From an optimization exercise on the open Yosys and OpenROAD flow, aimed at small area, a short achievable clock period and few clock cycles per item; shortcuts taken in it are not production practice. Function was checked by simulation only, so behaviour that the tests miss may differ from the original.

==> flow/design.v <==
`timescale 1ns / 1ps
package csim_pkg;
  localparam int ELEM_W  = 16;
  localparam int DOT_W   = 44;
  localparam int NORM_W  = 43;
  localparam int SIM_W   = 16;
endpackage
`timescale 1ns / 1ps
module csim_front (
  input  logic               clk,
  input  logic               rst_n,
  input  logic               in_push,
  input  logic signed [15:0] in_a_value,
  input  logic signed [15:0] in_b_value,
  input  logic               in_is_last,
  output logic               in_full,
  input  logic               s_full,
  input  logic               s_take,
  input  logic               b_ready_soon,
  output logic               s_we,
  output logic [43:0]        s_dot,
  output logic [42:0]        s_na,
  output logic [42:0]        s_nb
);
  logic               accept, acc_last;
  logic               v0_r, l0_r, v1_r, l1_r, full_r;
  logic signed [15:0] a0_r, b0_r;
  logic signed [31:0] pab_r;
  logic [30:0]        paa_r, pbb_r;
  logic signed [31:0] pab, paa, pbb;
  logic signed [43:0] dot_r, dot_nxt;
  logic [42:0]        na_r, na_nxt, nb_r, nb_nxt;
  logic signed [44:0] dot_sum;
  logic [43:0]        na_sum, nb_sum;
  logic [2:0]         pend;
  assign in_full  = full_r;
  assign accept   = in_push & ~full_r;
  assign acc_last = accept & in_is_last;
  assign pend = 3'(s_full & ~s_take) + 3'(v1_r & l1_r) + 3'(v0_r & l0_r) + 3'(acc_last);
  always_ff @(posedge clk) begin
    if (!rst_n) begin
      v0_r   <= 1'b0;
      v1_r   <= 1'b0;
      full_r <= 1'b0;
    end else begin
      v0_r   <= accept;
      v1_r   <= v0_r;
      full_r <= ~((pend == 3'd0) | ((pend == 3'd1) & b_ready_soon));
    end
    l0_r <= in_is_last;
    a0_r <= in_a_value;
    b0_r <= in_b_value;
    l1_r <= l0_r;
    pab_r <= pab;
    paa_r <= paa[30:0];
    pbb_r <= pbb[30:0];
  end
  assign pab = a0_r * b0_r;
  assign paa = a0_r * a0_r;
  assign pbb = b0_r * b0_r;
  always_comb begin
    dot_sum = {dot_r[43], dot_r} + 45'(pab_r);
    na_sum  = {1'b0, na_r} + 44'(paa_r);
    nb_sum  = {1'b0, nb_r} + 44'(pbb_r);
    if (dot_sum[44] != dot_sum[43])
      dot_nxt = dot_sum[44] ? {1'b1, 43'd0} : {1'b0, {43{1'b1}}};
    else
      dot_nxt = dot_sum[43:0];
    na_nxt = na_sum[43] ? {43{1'b1}} : na_sum[42:0];
    nb_nxt = nb_sum[43] ? {43{1'b1}} : nb_sum[42:0];
  end
  assign s_we  = v1_r & l1_r;
  assign s_dot = dot_nxt;
  assign s_na  = na_nxt;
  assign s_nb  = nb_nxt;
  always_ff @(posedge clk) begin
    if (!rst_n || (v1_r && l1_r)) begin
      dot_r <= '0;
      na_r  <= '0;
      nb_r  <= '0;
    end else if (v1_r) begin
      dot_r <= dot_nxt;
      na_r  <= na_nxt;
      nb_r  <= nb_nxt;
    end
  end
endmodule
`timescale 1ns / 1ps
module csim_queue (
  input  logic        clk,
  input  logic        rst_n,
  input  logic        we,
  input  logic [43:0] w_dot,
  input  logic [42:0] w_na,
  input  logic [42:0] w_nb,
  input  logic        take,
  output logic        full,
  output logic [43:0] r_dot,
  output logic [42:0] r_na,
  output logic [42:0] r_nb
);
  always_ff @(posedge clk) begin
    if (!rst_n) full <= 1'b0;
    else        full <= we | (full & ~take);
    if (we) begin
      r_dot <= w_dot;
      r_na  <= w_na;
      r_nb  <= w_nb;
    end
  end
endmodule
`timescale 1ns / 1ps
module csim_back (
  input  logic                                clk,
  input  logic                                rst_n,
  input  logic                                s_full,
  input  logic [43:0]                         s_dot,
  input  logic [42:0]                         s_na,
  input  logic [42:0]                         s_nb,
  output logic                                s_take,
  output logic                                ready_soon,
  input  logic                                out_pop,
  output logic                                out_empty,
  output logic signed [csim_pkg::SIM_W-1:0]   out_similarity,
  output logic                                out_status
);
  localparam logic [1:0] ST_IDLE = 2'd0;
  localparam logic [1:0] ST_MUL  = 2'd1;
  localparam logic [1:0] ST_SQRT = 2'd2;
  localparam logic [1:0] ST_FIN  = 2'd3;
  logic [1:0]   st_r;
  logic [4:0]   cnt_r;
  logic [103:0] r_r;
  logic [101:0] pa_r;
  logic [86:0]  p_r;
  logic [15:0]  m_r;
  logic         neg_r, stat_r, ovf_r;
  logic         oval_r, ostat_r;
  logic [15:0]  osim_r;
  logic         is_mul, ready, wr_out, bit_y, ovf;
  logic [43:0]  mag, mul_mag;
  logic [42:0]  mul_na;
  logic [1:0]   dr, dp;
  logic [105:0] ra, rb, rc, rsum;
  logic [103:0] pa_a, pa_b, pa_c, psum;
  logic [15:0]  q;
  logic [15:0]  sim_val;
  assign is_mul  = (st_r == ST_MUL);
  assign mul_mag = pa_r[86:43];
  assign mul_na  = pa_r[42:0];
  assign dr      = r_r[103:102];
  assign dp      = p_r[86:85];
  assign ra   = {r_r, 2'b00};
  assign rb   = is_mul ? (dr[1] ? {61'd0, mul_mag, 1'b0} : 106'd0) : ~{2'b00, pa_r, 2'b00};
  assign rc   = is_mul ? (dr[0] ? {62'd0, mul_mag} : 106'd0) : ~{19'd0, p_r};
  assign rsum = ra + rb + rc + (is_mul ? 106'd0 : 106'd2);
  assign pa_a = is_mul ? {15'd0, p_r, 2'b00} : {1'b0, pa_r, 1'b0};
  assign pa_b = is_mul ? (dp[1] ? {60'd0, mul_na, 1'b0} : 104'd0) : {17'd0, p_r};
  assign pa_c = is_mul ? (dp[0] ? {61'd0, mul_na} : 104'd0) : 104'd0;
  assign psum = pa_a + pa_b + pa_c;
  assign ovf   = ovf_r | (r_r[103:102] != 2'b00);
  assign bit_y = ovf | ~rsum[105];
  assign mag = s_dot[43] ? (44'd0 - s_dot) : s_dot;
  assign wr_out = (st_r == ST_FIN) & (~oval_r | out_pop);
  assign ready  = (st_r == ST_IDLE) | wr_out;
  assign s_take = ready & s_full;
  assign ready_soon = ~s_take & ((st_r == ST_IDLE) |
                      (((st_r == ST_FIN) | ((st_r == ST_SQRT) & (cnt_r <= 5'd1))) & (~oval_r | out_pop)));
  assign q = {1'b0, m_r[15:1]} + {15'd0, m_r[0]};
  always_comb begin
    if (stat_r)     sim_val = 16'd0;
    else if (neg_r) sim_val = 16'd0 - q;
    else            sim_val = q[15] ? 16'h7FFF : q;
  end
  always_ff @(posedge clk) begin
    if (!rst_n) begin
      st_r   <= ST_IDLE;
      oval_r <= 1'b0;
    end else begin
      if (wr_out)       oval_r <= 1'b1;
      else if (out_pop) oval_r <= 1'b0;
      case (st_r)
        ST_IDLE: if (s_full) st_r <= ST_MUL;
        ST_MUL:  if (cnt_r == 5'd0) st_r <= ST_SQRT;
        ST_SQRT: if (cnt_r == 5'd0) st_r <= ST_FIN;
        default: if (wr_out) st_r <= s_full ? ST_MUL : ST_IDLE;
      endcase
    end
  end
  always_ff @(posedge clk) begin
    if (s_take) begin
      r_r    <= {mag, 60'd0};
      pa_r   <= {15'd0, mag, s_na};
      p_r    <= {1'b0, s_nb, 43'd0};
      neg_r  <= s_dot[43];
      stat_r <= (s_na == 43'd0) | (s_nb == 43'd0);
      cnt_r  <= 5'd21;
    end else if (is_mul) begin
      r_r   <= rsum[103:0];
      p_r   <= psum[86:0];
      cnt_r <= cnt_r - 5'd1;
      if (cnt_r == 5'd0) begin
        pa_r  <= '0;
        ovf_r <= 1'b0;
        cnt_r <= 5'd15;
      end
    end else if (st_r == ST_SQRT) begin
      r_r   <= bit_y ? rsum[103:0] : {r_r[101:0], 2'b00};
      pa_r  <= bit_y ? psum[101:0] : {pa_r[100:0], 1'b0};
      m_r   <= {m_r[14:0], bit_y};
      ovf_r <= ovf;
      cnt_r <= cnt_r - 5'd1;
    end
    if (wr_out) begin
      osim_r  <= sim_val;
      ostat_r <= stat_r;
    end
  end
  assign out_empty      = ~oval_r;
  assign out_similarity = osim_r;
  assign out_status     = ostat_r;
endmodule
`timescale 1ns / 1ps
module cosine_similarity_stream_core (
  input  logic                                clk,
  input  logic                                rst_n,
  input  logic                                in_push,
  output logic                                in_full,
  input  logic signed [csim_pkg::ELEM_W-1:0]  in_a_value,
  input  logic signed [csim_pkg::ELEM_W-1:0]  in_b_value,
  input  logic                                in_is_last,
  input  logic                                out_pop,
  output logic                                out_empty,
  output logic signed [csim_pkg::SIM_W-1:0]   out_similarity,
  output logic                                out_status
);
  logic        s_we, s_full, s_take, b_ready_soon;
  logic [43:0] s_dot_w, s_dot;
  logic [42:0] s_na_w, s_na, s_nb_w, s_nb;
  csim_front u_front (
    .clk          (clk),
    .rst_n        (rst_n),
    .in_push      (in_push),
    .in_a_value   (in_a_value),
    .in_b_value   (in_b_value),
    .in_is_last   (in_is_last),
    .in_full      (in_full),
    .s_full       (s_full),
    .s_take       (s_take),
    .b_ready_soon (b_ready_soon),
    .s_we         (s_we),
    .s_dot        (s_dot_w),
    .s_na         (s_na_w),
    .s_nb         (s_nb_w)
  );
  csim_queue u_queue (
    .clk    (clk),
    .rst_n  (rst_n),
    .we     (s_we),
    .w_dot  (s_dot_w),
    .w_na   (s_na_w),
    .w_nb   (s_nb_w),
    .take   (s_take),
    .full   (s_full),
    .r_dot  (s_dot),
    .r_na   (s_na),
    .r_nb   (s_nb)
  );
  csim_back u_back (
    .clk            (clk),
    .rst_n          (rst_n),
    .s_full         (s_full),
    .s_dot          (s_dot),
    .s_na           (s_na),
    .s_nb           (s_nb),
    .s_take         (s_take),
    .ready_soon     (b_ready_soon),
    .out_pop        (out_pop),
    .out_empty      (out_empty),
    .out_similarity (out_similarity),
    .out_status     (out_status)
  );
endmodule
==> flow/run.sh <==
#!/bin/bash
# synth_recipe.tcl (not shown) runs the flow's synth.tcl, then flattens the netlist and writes it again
# the make line also repeats each setting of config.mk as NAME=value (left out here)
make -C /OpenROAD-flow-scripts/flow DESIGN_CONFIG=/design/flow/config.mk WORK_HOME=/design/flow/orfs CLKGATE_MAP_FILE= SYNTH_SCRIPT=/design/flow/synth_recipe.tcl finish
==> flow/config.mk <==
export PLATFORM = sky130hd
export DESIGN_NAME = cosine_similarity_stream_core
export DESIGN_NICKNAME = cosine_similarity_stream_core
export VERILOG_FILES = /design/flow/design.v
export SDC_FILE = /design/flow/constraint.sdc
export NUM_CORES = 4
export LEC_CHECK = 0
export CAP_MARGIN = 20
export CORE_MARGIN = 2
export CORE_UTILIZATION = 40
export SLEW_MARGIN = 20
==> flow/constraint.sdc <==
create_clock -name core_clock -period 16.0 [get_ports {clk}]
set_input_delay 3.2000 -clock core_clock [delete_from_list [all_inputs] [get_ports {clk}]]
set_output_delay 3.2000 -clock core_clock [all_outputs]
set_load 0.01 [all_outputs]
==> results.toml, run 1 <==
[logic_synthesis]
synth_edf_count = 340
netlist.area_leader.share_pct = 21.07
synthArstFlopShare_pct = 0
syn_area_per_cell_um2 = 8.781
synth.area.top_cells = "fa_1, edfxtp_1, ha_1"
synth.largest_area_cell = "fa_1"
yosys-top-cells-count = "inv_1, nand2_1, fa_1"
ys_ff_latch = 727
synth_ff_type = "dfxtp_1"
synth.most_common_cell = "inv_1"
seq_area_frac_synth_pct = 22.26
synth_fp_nets = 10692
synth_cells = 9185
yosysWarnings = 3
synth_cell_types = 107
synth_area_um2 = 80660

[cts]
h-tree-depth = 3
hold_buffers = 0
clk_pin_slew_ns = 0.06
cts_buffers = 92
clk-insertion-delay-late_ns = 0.73
cts_tree = "built"
cts.repair.resized = 0
cts_sinks = 727
cts-root-buf = "clkbuf_16"
post_cts_buffers = 0
cts_max_path_buffers = 3

[global_route]
antenna_found_initial = 4
grt_max_degree = 180
track_usage_pct = 23.88
grt_pass1_wl_um = 383900
grt_pass1_vias = 64861
overflow = 0

[finish]
final_util_pct = 43.20
fillers = 19671
syn_to_final_growth_pct = 7.147
multi_input_area_um2 = 55850
nNetsFinal = 10441
drive_gt1_share_pct = 5.472
seq_area_um2 = 17960

[setup_path]
crit_top_cell = "buf_4"
path_max_fanout = 85
r2r-start = "u_back.st_r[1]$_SDFFE_PN0P_"
reg2regPathDepth = 20
cp_data_arrival_time_ns = 9.20
cpPeakStageDelay_ns = 0.85
path_buf_inv = 5
crit_type = "reg -> reg"
cp_num_cells = 20
worst_setup_path_start_kind = "flip-flop"
crit_start = "u_back.st_r[1]$_SDFFE_PN0P_"
path_delay_family = "buffers and inverters"
required_ns = 16.42
critPathSlowestCell = "buf_4"
end_kind = "flip-flop"
crit_chain = "inv_1 -> ha_4 -> buf_4 -> buf_4 -> nor2_1 -> a31oi_1 -> fa_1 -> fa_1 -> nand2b_1 -> a21oi_1 -> o21ai_1 -> o31ai_2 -> a41oi_2 -> nor4_1 -> nor4_1 -> a211oi_4 -> buf_4 -> buf_4 -> mux2i_1 -> o21ai_0"

[placed_design]
gp_congestion = 0.9503
hpwl_um = 191600
numPortBuffers = 55

[die]
num_io_pins = 56
initial_core_util_pct = 40.32
dieHeight_um = 453.0
row_count = 164
die_x_um = 453.0
die_area_um2 = 205300
fp.coreArea_um2 = 200100

[sta]
rsz0062_at_grt = "no"
worst_pin_slew_ns = 1.192
slew_headroom_pct = 20.04
report.final.hold_viol_count = 0
finalCritPeriodShare_pct = 54.85
timing.fmax_mhz = 113.9
min_period_ns = 8.776
slew_violations = 0
fin_setup_tns_ns = 0
fin_skew_ns = 0.03975
setup_violations = 0
hold_slack_ns = 0.3652

[job]
max_cap_viol_count = 0

[route]
drt-pass1-iter-count = 7
drc = 0
drtAntennaViolNets = 0
wl_um = 247200
drt-initial-drc-count = 5530
wl_per_cell_um = 21.19
vias = 64980
viasPerCell = 5.570

[min_path]
hold_path_depth = 0
hold_start = "u_front.l0_r$_DFF_P_"
hp-class = "reg -> reg"

[status]
outcome = "complete, no violations"
-- sequential cells by signal, indices dropped and copies added, names as in the netlist, 2 cells and up --
| signal | flops |
|---|---|
| u_back.cnt_r | 5 |
| u_back.m_r | 16 |
| u_back.osim_r | 16 |
| u_back.p_r | 87 |
| u_back.pa_r | 102 |
| u_back.r_r | 104 |
| u_back.st_r | 2 |
| u_front.a0_r | 16 |
| u_front.b0_r | 16 |
| u_front.dot_r | 44 |
| u_front.na_r | 43 |
| u_front.nb_r | 43 |
| u_front.paa_r | 30 |
| u_front.pab_r | 32 |
| u_front.pbb_r | 30 |
| u_queue.r_dot | 44 |
| u_queue.r_na | 43 |
| u_queue.r_nb | 43 |
-- cell families (layout without fill, tap and decap cells) --
logic type | after synthesis | after routing | share of synthesized area (%)
fa+ha+maj | 1484 | 1484 | 30.88
simple gates | 2566 | 2566 | 14.90
flops | 727 | 727 | 22.26
mux | 210 | 210 | 2.740
compound gates | 1900 | 1900 | 15.35
other cells | 1 | 2 | 0.004649
buf+inv | 1816 | 1640 | 8.625
xor+xnor | 481 | 481 | 5.232
-- worst reg2reg max path: cells and delay by family, from the launching register on --
kind	cells	cell delay [ns]
simple gates	4	1.12
fa+ha+maj	3	1.63
buf+inv	5	3.26
flops	1	0.34
mux	1	0.35
compound gates	7	1.79
-- worst paths after layout --
path	endpoint	slack, ns
worst min register to register	u_front.l1_r$_DFF_P_	0.37
worst max register to register	u_back.pa_r[19]$_DFFE_PP_	7.22
worst min-delay path	u_front.l1_r$_DFF_P_	0.37
worst max-delay path	u_back.pa_r[19]$_DFFE_PP_	7.22
-- layout by cell type (no fill, tap or decap), types with 110 or more instances in the layout --
master	synthesis	routed
nand3_1	110	110
and2_1	174	174
dfxtp_1	387	386
fa_1	849	849
a21oi_1	503	503
a21o_1	202	202
nand2_1	865	862
o21ai_0	332	331
mux2i_1	124	123
xor2_1	203	203
ha_1	621	619
inv_1	1332	1329
xnor2_1	277	277
nand4_1	122	122
a31oi_1	152	151
nor2_1	721	719
edfxtp_1	340	340
-- per-stage QoR --
step / instances / instance area (um2) / worst slack [ns]
3_5_place_dp: 11496 / 83310 / 7.347
6_report: 11666 / 86420 / 7.224
5_1_grt: 11665 / 86420 / 6.828
3_3_place_gp: 11496 / 83300 / 7.430
4_1_cts: 11665 / 86410 / 7.339
2_1_floorplan: 9185 / 80660 / 8.725
-- layer usage --
metal  wire length [um]  up-vias  global-route usage (%)
met5                  0        -                       0
met4               8846        0                   7.604
met3              17330      363                   3.722
met2             111400     2218                   37.87
met1             109700    32113                   33.28
li1                   -    30286                       -
-- layout make-up --
type | instances | area share, %
Tap cell | 2656 | 3.845
Clock inverter | 51 | 0.6819
Inverter | 1341 | 5.837
Clock buffer | 118 | 2.906
Multi-Input combinational cell | 6642 | 64.63
Antenna cell | 1 | 0.002896
Sequential cell | 727 | 20.78
Timing Repair Buffer | 130 | 1.317
Testbench counts, summed over its fixed seeds: cycles 23,695, vectors 384.
==> run 2, diff against run 1 <==
--- a/flow/design.v
+++ b/flow/design.v
@@ -14,50 +14,64 @@
   input  logic signed [15:0] in_b_value,
   input  logic               in_is_last,
   output logic               in_full,
-  input  logic               s_full,
-  input  logic               s_take,
-  input  logic               b_ready_soon,
+  input  logic               s_full_nxt,
+  input  logic               slot_avail,
+  input  logic               eng_free_nxt,
   output logic               s_we,
   output logic [43:0]        s_dot,
   output logic [42:0]        s_na,
   output logic [42:0]        s_nb
 );
-  logic               accept, acc_last;
+  function automatic logic [30:0] sq16(input logic [15:0] a);
+    logic [14:0] u;
+    logic [30:0] acc;
+    u   = a[14:0] ^ {15{a[15]}};
+    acc = a[15] ? {15'd0, u, 1'b1} : 31'd0;
+    for (int i = 0; i < 15; i++)
+      acc = acc + (u[i] ? (31'({u >> (i + 1), 2'b01}) << (2 * i)) : 31'd0);
+    sq16 = acc;
+  endfunction
+  logic               accept, stall, en0;
   logic               v0_r, l0_r, v1_r, l1_r, full_r;
+  logic               v0_nxt, v1_nxt, l1_nxt;
   logic signed [15:0] a0_r, b0_r;
   logic signed [31:0] pab_r;
   logic [30:0]        paa_r, pbb_r;
-  logic signed [31:0] pab, paa, pbb;
+  logic signed [31:0] pab;
   logic signed [43:0] dot_r, dot_nxt;
   logic [42:0]        na_r, na_nxt, nb_r, nb_nxt;
   logic signed [44:0] dot_sum;
   logic [43:0]        na_sum, nb_sum;
-  logic [2:0]         pend;
-  assign in_full  = full_r;
-  assign accept   = in_push & ~full_r;
-  assign acc_last = accept & in_is_last;
-  assign pend = 3'(s_full & ~s_take) + 3'(v1_r & l1_r) + 3'(v0_r & l0_r) + 3'(acc_last);
+  assign in_full = full_r;
+  assign accept  = in_push & ~full_r;
+  assign stall   = v1_r & l1_r & ~slot_avail;
+  assign en0     = ~stall | ~v0_r;
+  assign v0_nxt  = en0 ? accept : v0_r;
+  assign v1_nxt  = stall ? v1_r : v0_r;
+  assign l1_nxt  = stall ? l1_r : l0_r;
   always_ff @(posedge clk) begin
     if (!rst_n) begin
       v0_r   <= 1'b0;
       v1_r   <= 1'b0;
       full_r <= 1'b0;
     end else begin
-      v0_r   <= accept;
-      v1_r   <= v0_r;
-      full_r <= ~((pend == 3'd0) | ((pend == 3'd1) & b_ready_soon));
-    end
-    l0_r <= in_is_last;
-    a0_r <= in_a_value;
-    b0_r <= in_b_value;
-    l1_r <= l0_r;
-    pab_r <= pab;
-    paa_r <= paa[30:0];
-    pbb_r <= pbb[30:0];
+      v0_r   <= v0_nxt;
+      v1_r   <= v1_nxt;
+      full_r <= v0_nxt & v1_nxt & l1_nxt & s_full_nxt & ~eng_free_nxt;
+    end
+    if (en0) begin
+      l0_r <= in_is_last;
+      a0_r <= in_a_value;
+      b0_r <= in_b_value;
+    end
+    if (!stall) begin
+      l1_r  <= l0_r;
+      pab_r <= pab;
+      paa_r <= sq16(a0_r);
+      pbb_r <= sq16(b0_r);
+    end
   end
   assign pab = a0_r * b0_r;
-  assign paa = a0_r * a0_r;
-  assign pbb = b0_r * b0_r;
   always_comb begin
     dot_sum = {dot_r[43], dot_r} + 45'(pab_r);
     na_sum  = {1'b0, na_r} + 44'(paa_r);
@@ -69,16 +83,16 @@
     na_nxt = na_sum[43] ? {43{1'b1}} : na_sum[42:0];
     nb_nxt = nb_sum[43] ? {43{1'b1}} : nb_sum[42:0];
   end
-  assign s_we  = v1_r & l1_r;
+  assign s_we  = v1_r & l1_r & slot_avail;
   assign s_dot = dot_nxt;
   assign s_na  = na_nxt;
   assign s_nb  = nb_nxt;
   always_ff @(posedge clk) begin
-    if (!rst_n || (v1_r && l1_r)) begin
+    if (!rst_n || s_we) begin
       dot_r <= '0;
       na_r  <= '0;
       nb_r  <= '0;
-    end else if (v1_r) begin
+    end else if (v1_r && !l1_r) begin
       dot_r <= dot_nxt;
       na_r  <= na_nxt;
       nb_r  <= nb_nxt;
@@ -118,7 +132,7 @@
   input  logic [42:0]                         s_na,
   input  logic [42:0]                         s_nb,
   output logic                                s_take,
-  output logic                                ready_soon,
+  output logic                                eng_free_nxt,
   input  logic                                out_pop,
   output logic                                out_empty,
   output logic signed [csim_pkg::SIM_W-1:0]   out_similarity,
@@ -161,11 +175,11 @@
   assign ovf   = ovf_r | (r_r[103:102] != 2'b00);
   assign bit_y = ovf | ~rsum[105];
   assign mag = s_dot[43] ? (44'd0 - s_dot) : s_dot;
-  assign wr_out = (st_r == ST_FIN) & (~oval_r | out_pop);
+  assign wr_out = (st_r == ST_FIN) & ~oval_r;
   assign ready  = (st_r == ST_IDLE) | wr_out;
   assign s_take = ready & s_full;
-  assign ready_soon = ~s_take & ((st_r == ST_IDLE) |
-                      (((st_r == ST_FIN) | ((st_r == ST_SQRT) & (cnt_r <= 5'd1))) & (~oval_r | out_pop)));
+  assign eng_free_nxt = ~s_take & ((st_r == ST_IDLE) |
+                        ((st_r == ST_SQRT) & (cnt_r == 5'd0) & (~oval_r | out_pop)));
   assign q = {1'b0, m_r[15:1]} + {15'd0, m_r[0]};
   always_comb begin
     if (stat_r)     sim_val = 16'd0;
@@ -189,24 +203,27 @@
   end
   always_ff @(posedge clk) begin
     if (s_take) begin
-      r_r    <= {mag, 60'd0};
-      pa_r   <= {15'd0, mag, s_na};
-      p_r    <= {1'b0, s_nb, 43'd0};
+      r_r  <= {mag, 60'd0};
+      pa_r <= {15'd0, mag, s_na};
+      p_r  <= {1'b0, s_nb, 43'd0};
+    end else if (is_mul) begin
+      r_r  <= rsum[103:0];
+      p_r  <= psum[86:0];
+      pa_r <= (cnt_r == 5'd0) ? 102'd0 : pa_r;
+    end else begin
+      r_r  <= bit_y ? rsum[103:0] : {r_r[101:0], 2'b00};
+      pa_r <= bit_y ? psum[101:0] : {pa_r[100:0], 1'b0};
+    end
+  end
+  always_ff @(posedge clk) begin
+    if (s_take) begin
       neg_r  <= s_dot[43];
       stat_r <= (s_na == 43'd0) | (s_nb == 43'd0);
       cnt_r  <= 5'd21;
     end else if (is_mul) begin
-      r_r   <= rsum[103:0];
-      p_r   <= psum[86:0];
-      cnt_r <= cnt_r - 5'd1;
-      if (cnt_r == 5'd0) begin
-        pa_r  <= '0;
-        ovf_r <= 1'b0;
-        cnt_r <= 5'd15;
-      end
+      cnt_r <= (cnt_r == 5'd0) ? 5'd15 : cnt_r - 5'd1;
+      ovf_r <= 1'b0;
     end else if (st_r == ST_SQRT) begin
-      r_r   <= bit_y ? rsum[103:0] : {r_r[101:0], 2'b00};
-      pa_r  <= bit_y ? psum[101:0] : {pa_r[100:0], 1'b0};
       m_r   <= {m_r[14:0], bit_y};
       ovf_r <= ovf;
       cnt_r <= cnt_r - 5'd1;
@@ -234,7 +251,7 @@
   output logic signed [csim_pkg::SIM_W-1:0]   out_similarity,
   output logic                                out_status
 );
-  logic        s_we, s_full, s_take, b_ready_soon;
+  logic        s_we, s_full, s_take, s_full_nxt, slot_avail, eng_free_nxt;
   logic [43:0] s_dot_w, s_dot;
   logic [42:0] s_na_w, s_na, s_nb_w, s_nb;
   csim_front u_front (
@@ -245,14 +262,16 @@
     .in_b_value   (in_b_value),
     .in_is_last   (in_is_last),
     .in_full      (in_full),
-    .s_full       (s_full),
-    .s_take       (s_take),
-    .b_ready_soon (b_ready_soon),
+    .s_full_nxt   (s_full_nxt),
+    .slot_avail   (slot_avail),
+    .eng_free_nxt (eng_free_nxt),
     .s_we         (s_we),
     .s_dot        (s_dot_w),
     .s_na         (s_na_w),
     .s_nb         (s_nb_w)
   );
+  assign slot_avail = ~s_full | s_take;
+  assign s_full_nxt = s_we | (s_full & ~s_take);
   csim_queue u_queue (
     .clk    (clk),
     .rst_n  (rst_n),
@@ -274,7 +293,7 @@
     .s_na           (s_na),
     .s_nb           (s_nb),
     .s_take         (s_take),
-    .ready_soon     (b_ready_soon),
+    .eng_free_nxt   (eng_free_nxt),
     .out_pop        (out_pop),
     .out_empty      (out_empty),
     .out_similarity (out_similarity),
==> results.toml, run 2 <==
[sta]
setup_violations = 0
timing.final.ws_setup_ns = 6.702
fin_setup_tns_ns = 0
finalCritPeriodShare_pct = 58.11
worst_pin_slew_ns = 1.130
min_period_ns = 9.298
fin_skew_ns = 0.05245
rsz0062_at_grt = "no"
timing.fmax_mhz = 107.6
report.final.hold_viol_count = 0
slew_violations = 0
slew_headroom_pct = 24.51

[die]
die_area_um2 = 183300
fp.coreArea_um2 = 178600
initial_core_util_pct = 40.28
dieHeight_um = 428.1
num_io_pins = 56
row_count = 155
die_x_um = 428.1

[cts]
cts_tree = "built"
clk_pin_slew_ns = 0.06
post_cts_buffers = 0
cts.repair.resized = 0
cts_sinks = 727
hold_buffers = 0
cts_buffers = 90
cts_max_path_buffers = 3
clk-insertion-delay-late_ns = 0.74
cts-root-buf = "clkbuf_16"
h-tree-depth = 3

[logic_synthesis]
netlist.area_leader.share_pct = 17.57
synthArstFlopShare_pct = 0
syn_area_per_cell_um2 = 8.851
synth_area_um2 = 71950
synth_ff_type = "edfxtp_1"
synth_fp_nets = 9345
seq_area_frac_synth_pct = 26.08
synth.most_common_cell = "inv_1"
ys_ff_latch = 727
synth_cells = 8129
synth.area.top_cells = "edfxtp_1, fa_1, ha_1"
yosys-top-cells-count = "inv_1, nor2_1, nand2_1"
yosysWarnings = 3
synth.largest_area_cell = "edfxtp_1"
synth_cell_types = 93
synth_edf_count = 421

[placed_design]
dpl_worst_slack_ns = 6.829
gp_congestion = 0.9728
numPortBuffers = 55
placed_area_um2 = 74340
hpwl_um = 168900

[global_route]
antenna_found_initial = 2
grt_max_degree = 152
grt_pass1_wl_um = 336700
grt_pass1_vias = 56537
track_usage_pct = 23.14
overflow = 0

[setup_path]
end_kind = "flip-flop"
crit_type = "reg -> reg"
path_max_fanout = 95
worst_setup_path_start_kind = "flip-flop"
crit_start = "u_back.st_r[0]$_SDFFE_PN0P_"
r2r-start = "u_back.st_r[0]$_SDFFE_PN0P_"
cp_data_arrival_time_ns = 9.72
required_ns = 16.43

[finish]
postLayoutCellArea_um2 = 77500
reg.largest.list = "u_back.r_r: 104 flops, u_back.pa_r: 102 flops, u_back.p_r: 87 flops"
mostFrequentLayoutCells = "inv_1, nor2_1, nand2_1"
nNetsFinal = 9135
syn_to_final_growth_pct = 7.712
largest_reg_flops = 104
fillers = 17456
drive_gt1_share_pct = 6.704
layout_commonest_cell = "inv_1"
regMostFlops = "u_back.r_r"

[route]
wl_per_cell_um = 20.89
viasPerCell = 5.595
drtAntennaViolNets = 0
vias = 57979
drt-pass1-iter-count = 6
drt-initial-drc-count = 5353
drc = 0
wl_um = 216500

[min_path]
hold_start = "u_back.r_r[15]$_SDFF_PP0_"
hp-class = "reg -> reg"

[status]
outcome = "complete, no violations"

[job]
max_cap_viol_count = 0
run 2: cell count changes after synthesis, moves of 45 or more:
cell | previous run | this run
nand2_1 | 865 | 723
inv_1 | 1332 | 841
fa_1 | 849 | 526
or2_2 | 105 | 192
and2_1 | 174 | 38
nor2_1 | 721 | 766
a311oi_1 | 86 | 37
o21ai_1 | 61 | 11
dfxtp_1 | 387 | 306
edfxtp_1 | 340 | 421
run 2: cells by family (layout without fill, tap and decap cells):
group                    Yosys count  in the layout  share of synthesized area, %
adder cells (fa/ha/maj)         1200           1200                         26.28
AO/OA/AOI/OAI                   1920           1920                         17.29
multiplexers                     204            204                         2.988
flip-flops                       727            727                         26.08
XOR/XNOR                         452            452                         5.502
other                              1             14                      0.005212
buffers and inverters           1264           1130                         6.671
AND/OR/NAND/NOR                 2361           2361                         15.18
run 2: area by class of cell:
type                            instances  area [um2]  area share (%)
Inverter                              855        3227           4.164
Multi-Input combinational cell       6138       48450           62.51
Tap cell                             2355        2947           3.802
Timing Repair Buffer                  107       953.4           1.230
Sequential cell                       727       18770           24.22
Antenna cell                           13       32.53         0.04198
Clock buffer                          125        2577           3.326
Clock inverter                         43       546.8          0.7055
run 2: per-stage QoR:
step / instances / util [%] / hold WS (ns)
3_5_place_dp: 10182 / 41.62 / 0.4398
6_report: 10363 / 43.39 / 0.4507
4_1_cts: 10350 / 43.37 / 0.4518
2_1_floorplan: 8129 / - / 0.4244
3_3_place_gp: 10182 / 41.62 / 0.4417
5_1_grt: 10360 / 43.38 / 0.4579
run 2: final timing paths:
| path | endpoint | slack [ns] | depth (start not counted) |
|---|---|---|---|
| max | u_back.pa_r[62]$_DFFE_PP_ | 6.70 | 25 |
| min | u_back.r_r[17]$_SDFF_PP0_ | 0.45 | 2 |
| max reg2reg | u_back.pa_r[62]$_DFFE_PP_ | 6.70 | 25 |
| min reg2reg | u_back.r_r[17]$_SDFF_PP0_ | 0.45 | 2 |
run 2: worst max-delay path, cell delays in order (launching register included):
cell and delay, ns:
dfxtp_1 0.45, ha_4 0.65, buf_4 0.77, buf_4 0.73, nor2b_1 0.18, a21o_1 0.20
ha_1 0.27, ha_1 0.21, inv_1 0.07, fa_1 0.41, nor2b_1 0.19, o31a_1 0.19
o31ai_1 0.12, a31oi_1 0.33, nand4_1 0.20, a31oi_1 0.70, a211oi_1 0.26, buf_4 0.25
and4_4 0.28, a21o_1 0.18, buf_4 0.27, inv_4 0.39, buf_4 0.64, buf_4 0.45
mux2i_1 0.23, o22ai_1 0.11
run 2: routing by layer:
layer | GRT usage (%) | up-vias | part of all wire, %
met3 | 2.930 | 308 | 6.0
met1 | 33.50 | 28125 | 47
met5 | 0 | - | 0
li1 | - | 27678 | -
met2 | 35.56 | 1868 | 43
met4 | 7.720 | 0 | 3.7
Testbench counts of run 2, summed over its fixed seeds: cycles 21,049, vectors 384.

## port drivers added, routing unchanged
The results above use ideal ports. As a check the final layouts listed here were re-extracted and re-timed, cells and wires unchanged.
Step 1 assumes that a clkbuf_16 drives the clock port and a buf_2 every other input.
Step 2, shift: input delay + t, output delay - t, t = (earliest + latest rising clock arrival at the registers) / 2. This alone moves slack from input paths to output paths.
Slacks: no drivers / after step 1 / after step 2; pairs: no drivers / after step 1.
run | shift t [ns] | setup WS [ns] | worst slew at a driven data input, ns
run 1 | 0.786 | 7.224 / 7.224 / 7.224 | 0.10
run 2 | 0.793 | 6.702 / 6.702 / 6.702 | 0.05
After both steps setup and hold are still met in every run listed.
